From an optimization exercise on the open Yosys and OpenROAD flow, aimed at small area; shortcuts taken in it are not production practice.
Only simulation tests tie the RTL to the original design; equivalence was not proved. The flow treats the clock pin as an ideal source, which a real chip does not have.

## old
==> flow/design.v <==
package rv_pkg;
  localparam int unsigned XLEN       = 32;
  localparam int unsigned REG_ADDR_W = 5;
  localparam int unsigned NUM_REGS   = 32;
  typedef logic [XLEN-1:0]       xlen_t;
  typedef logic [REG_ADDR_W-1:0] reg_addr_t;
  localparam reg_addr_t REG_ZERO = '0;
endpackage
module rf_read_port #(
  parameter int unsigned DATA_W = rv_pkg::XLEN,
  parameter int unsigned ADDR_W = rv_pkg::REG_ADDR_W
) (
  input  logic [(2**ADDR_W)*DATA_W-1:0] regs,
  input  logic [2**ADDR_W-1:0]          valid,
  input  logic [ADDR_W-1:0]             addr,
  output logic [DATA_W-1:0]             rd_data_c
);
  localparam int unsigned NREGS = 2**ADDR_W;
  logic [NREGS-1:0] sel;      
  logic [NREGS-1:0] sel_hi;   
  logic [3:0] a_hi;
  logic [7:0] a_lo;
  rf_predec #(.W(2)) u_dec_hi (.a(addr[4:3]), .y(a_hi));
  rf_predec #(.W(3)) u_dec_lo (.a(addr[2:0]), .y(a_lo));
  assign sel[0]    = 1'b0;
  assign sel_hi[0] = 1'b0;
  for (genvar i = 1; i < int'(NREGS); i++) begin : g_sel
    logic sel_n;
    rf_nand3 u_nand (.a(valid[i]), .b(a_hi[i/8]), .c(a_lo[i%8]), .y(sel_n));
    rf_inv   u_inv    (.a(sel_n), .y(sel[i]));
    rf_inv   u_inv_hi (.a(sel_n), .y(sel_hi[i]));
  end
  for (genvar b = 0; b < int'(DATA_W); b++) begin : g_bit
    logic [NREGS-1:1] col;
    for (genvar i = 1; i < int'(NREGS); i++) begin : g_col
      assign col[i] = regs[i*DATA_W + b];
    end
    rf_read_bit u_bit (
      .sel ((b < int'(DATA_W/2)) ? sel[NREGS-1:1] : sel_hi[NREGS-1:1]),
      .d   (col),
      .y   (rd_data_c[b])
    );
  end
endmodule
module rf_read_bit (
  input  logic [31:1] sel,
  input  logic [31:1] d,
  output logic        y
);
  logic [10:0] grp_n;
  for (genvar g = 0; g < 10; g++) begin : g_grp
    rf_aoi222 u_aoi (
      .a0 (sel[3*g+1]), .b0 (d[3*g+1]),
      .a1 (sel[3*g+2]), .b1 (d[3*g+2]),
      .a2 (sel[3*g+3]), .b2 (d[3*g+3]),
      .y  (grp_n[g])
    );
  end
  assign grp_n[10] = ~(sel[31] & d[31]);
  assign y = ~&grp_n;
endmodule
module rf_aoi222 (
  input  logic a0, b0, a1, b1, a2, b2,
  output logic y
);
  assign y = ~((a0 & b0) | (a1 & b1) | (a2 & b2));
endmodule
module register_file #(
  parameter int unsigned DATA_W = rv_pkg::XLEN,
  parameter int unsigned ADDR_W = rv_pkg::REG_ADDR_W
) (
  input  logic              clk_i,
  input  logic              reset_i,
  input  logic [ADDR_W-1:0] addr_1_i,
  input  logic [ADDR_W-1:0] addr_2_i,
  input  logic [ADDR_W-1:0] addr_3_i,
  input  logic              WE3_i,
  input  logic [DATA_W-1:0] WD3_i,
  output logic [DATA_W-1:0] RD_1_o,
  output logic [DATA_W-1:0] RD_2_o
);
  localparam int unsigned NREGS = 2**ADDR_W;
  logic [NREGS*DATA_W-1:0] mem_flat;
  logic [NREGS-1:0]        we_vec;
  logic [NREGS-1:0]        we_n_vec;
  logic [NREGS-1:0]        valid_q;
  logic [3:0] wa_hi;
  logic [7:0] wa_lo;
  rf_predec_en #(.W(2)) u_wdec_hi (.en(WE3_i), .a(addr_3_i[4:3]), .y(wa_hi));
  rf_predec    #(.W(3)) u_wdec_lo (.a(addr_3_i[2:0]), .y(wa_lo));
  logic [NREGS-1:0] we_hi_vec;
  logic [NREGS-1:0] we_n_hi_vec;
  assign we_vec[0]      = 1'b0;
  assign we_n_vec[0]    = 1'b1;
  assign we_hi_vec[0]   = 1'b0;
  assign we_n_hi_vec[0] = 1'b1;
  for (genvar i = 1; i < int'(NREGS); i++) begin : g_wdec
    logic dec_n;
    rf_nand2 u_nand    (.a(wa_hi[i/8]),    .b(wa_lo[i%8]), .y(dec_n));
    rf_inv   u_we_lo   (.a(dec_n),         .y(we_vec[i]));
    rf_inv   u_we_n_lo (.a(we_vec[i]),     .y(we_n_vec[i]));
    rf_inv   u_we_hi   (.a(dec_n),         .y(we_hi_vec[i]));
    rf_inv   u_we_n_hi (.a(we_hi_vec[i]),  .y(we_n_hi_vec[i]));
  end
  always_ff @(posedge clk_i or posedge reset_i) begin
    if (reset_i) begin
      valid_q <= '0;
    end else begin
      valid_q <= valid_q | we_vec;
    end
  end
  assign mem_flat[DATA_W-1:0] = '0;
  for (genvar i = 1; i < int'(NREGS); i++) begin : g_reg
    logic [DATA_W-1:0] data_q;
    logic [DATA_W-1:0] data_d;
    for (genvar b = 0; b < int'(DATA_W); b++) begin : g_bit
      rf_hold_mux u_hold (
        .we   ((b < int'(DATA_W/2)) ? we_vec[i]   : we_hi_vec[i]),
        .we_n ((b < int'(DATA_W/2)) ? we_n_vec[i] : we_n_hi_vec[i]),
        .wd   (WD3_i[b]),
        .q    (data_q[b]),
        .d    (data_d[b])
      );
    end
    always_ff @(posedge clk_i) begin
      data_q <= data_d;
    end
    assign mem_flat[i*DATA_W +: DATA_W] = data_q;
  end
  rf_read_port #(
    .DATA_W (DATA_W),
    .ADDR_W (ADDR_W)
  ) u_read_1 (
    .regs      (mem_flat),
    .valid     (valid_q),
    .addr      (addr_1_i),
    .rd_data_c (RD_1_o)
  );
  rf_read_port #(
    .DATA_W (DATA_W),
    .ADDR_W (ADDR_W)
  ) u_read_2 (
    .regs      (mem_flat),
    .valid     (valid_q),
    .addr      (addr_2_i),
    .rd_data_c (RD_2_o)
  );
endmodule
module rf_hold_mux (
  input  logic we,
  input  logic we_n,
  input  logic wd,
  input  logic q,
  output logic d
);
  assign d = (wd & we) | (q & we_n);
endmodule
module rf_predec #(
  parameter int unsigned W = 2
) (
  input  logic [W-1:0]    a,
  output logic [2**W-1:0] y
);
  always_comb begin
    for (int j = 0; j < 2**W; j++) begin
      y[j] = (a == W'(j));
    end
  end
endmodule
module rf_predec_en #(
  parameter int unsigned W = 2
) (
  input  logic            en,
  input  logic [W-1:0]    a,
  output logic [2**W-1:0] y
);
  always_comb begin
    for (int j = 0; j < 2**W; j++) begin
      y[j] = en && (a == W'(j));
    end
  end
endmodule
module rf_nand2 (
  input  logic a,
  input  logic b,
  output logic y
);
  assign y = ~(a & b);
endmodule
module rf_nand3 (
  input  logic a,
  input  logic b,
  input  logic c,
  output logic y
);
  assign y = ~(a & b & c);
endmodule
module rf_inv (
  input  logic a,
  output logic y
);
  assign y = ~a;
endmodule
export LEC_CHECK = 0
export CAP_MARGIN = 20
export CORE_MARGIN = 2
export CORE_UTILIZATION = 75
export GPL_TIMING_DRIVEN = 0
export SLEW_MARGIN = 20
export SYNTH_HIERARCHICAL = 1
export SYNTH_MINIMUM_KEEP_SIZE = 0
create_clock -name core_clock -period 7.0 [get_ports {clk_i}]
standard.sh (not shown) runs the stock make flow with config.mk's settings and CLKGATE_MAP_FILE= SYNTH_SCRIPT=/design/flow/synth_recipe.tcl, a recipe that flattens the netlist after the stock synthesis.
==> flow/flow/run.sh <==
#!/bin/bash
set -euo pipefail
export CTS_ARGS="-sink_clustering_enable -repair_clock_nets -buf_list sky130_fd_sc_hd__clkbuf_16 -sink_clustering_size 32 -sink_clustering_max_diameter 90 -dont_use_dummy_load"
export BUFFER_PORTS_ARGS="-buffer_cell sky130_fd_sc_hd__buf_1"
bash standard.sh > make.log 2>&1
Per the final summary, old finished and its layout is clean on timing, DRC and antenna.
The inputs of new differ from those of old as listed below.
# old
export LEC_CHECK = 0
export CAP_MARGIN = 20
export CORE_MARGIN = 2
export CORE_UTILIZATION = 75
export GPL_TIMING_DRIVEN = 0
export SLEW_MARGIN = 20
export SYNTH_HIERARCHICAL = 1
export SYNTH_MINIMUM_KEEP_SIZE = 0
create_clock -name core_clock -period 7.0 [get_ports {clk_i}]
# new
export LEC_CHECK = 0
export CAP_MARGIN = 20
export CORE_MARGIN = 2
export CORE_UTILIZATION = 65
export GPL_TIMING_DRIVEN = 0
export SLEW_MARGIN = 20
export SYNTH_HIERARCHICAL = 1
export SYNTH_MINIMUM_KEEP_SIZE = 0
create_clock -name core_clock -period 7.0 [get_ports {clk_i}]
==> flow/flow/run.sh <==
#!/bin/bash
set -euo pipefail
export CTS_ARGS="-sink_clustering_enable -repair_clock_nets -buf_list sky130_fd_sc_hd__clkbuf_16 -sink_clustering_size 30 -sink_clustering_max_diameter 80 -dont_use_dummy_load"
export BUFFER_PORTS_ARGS="-buffer_cell sky130_fd_sc_hd__buf_1"
bash standard.sh > make.log 2>&1
Residual DRC count came out exactly the same in new and old.
From old to new the numbers moved as follows: worst hold slack went down 0.0052 ns, endpoint arrival time on the critical path went down 0.18 ns.
In the tables for new and old, effective utilization at floorplan reads higher with old.
On design area: between new and old, it ends up higher for new.

## static timing again, ports no longer ideal
Ports are ideal in the flow. The routed layouts listed here were re-timed in OpenROAD.
Step 1 (the two cells are an assumption about what drives the block):
set clk [get_ports {clk_i}]
set_driving_cell -lib_cell sky130_fd_sc_hd__clkbuf_16 $clk
set_driving_cell -lib_cell sky130_fd_sc_hd__buf_2 [delete_from_list [all_inputs] $clk]
Step 2 also shifts input and output timing later by t, the mid clock arrival at the registers, as if the neighbouring blocks saw the same clock.
Three values: ideal ports, drivers, drivers and shift; two values: the first two.
run	shift t [ns]	slack for setup (ns)	cell pins on the clock port's net
old	0.714	0.851 / 0.722 / 0.722	1
new	0.688	1.031 / 0.903 / 0.903	1
After both steps every run listed still meets setup and hold. For old, which loses most, drivers alone change the setup slack by -0.129 ns; drivers and shift together by -0.129 ns.
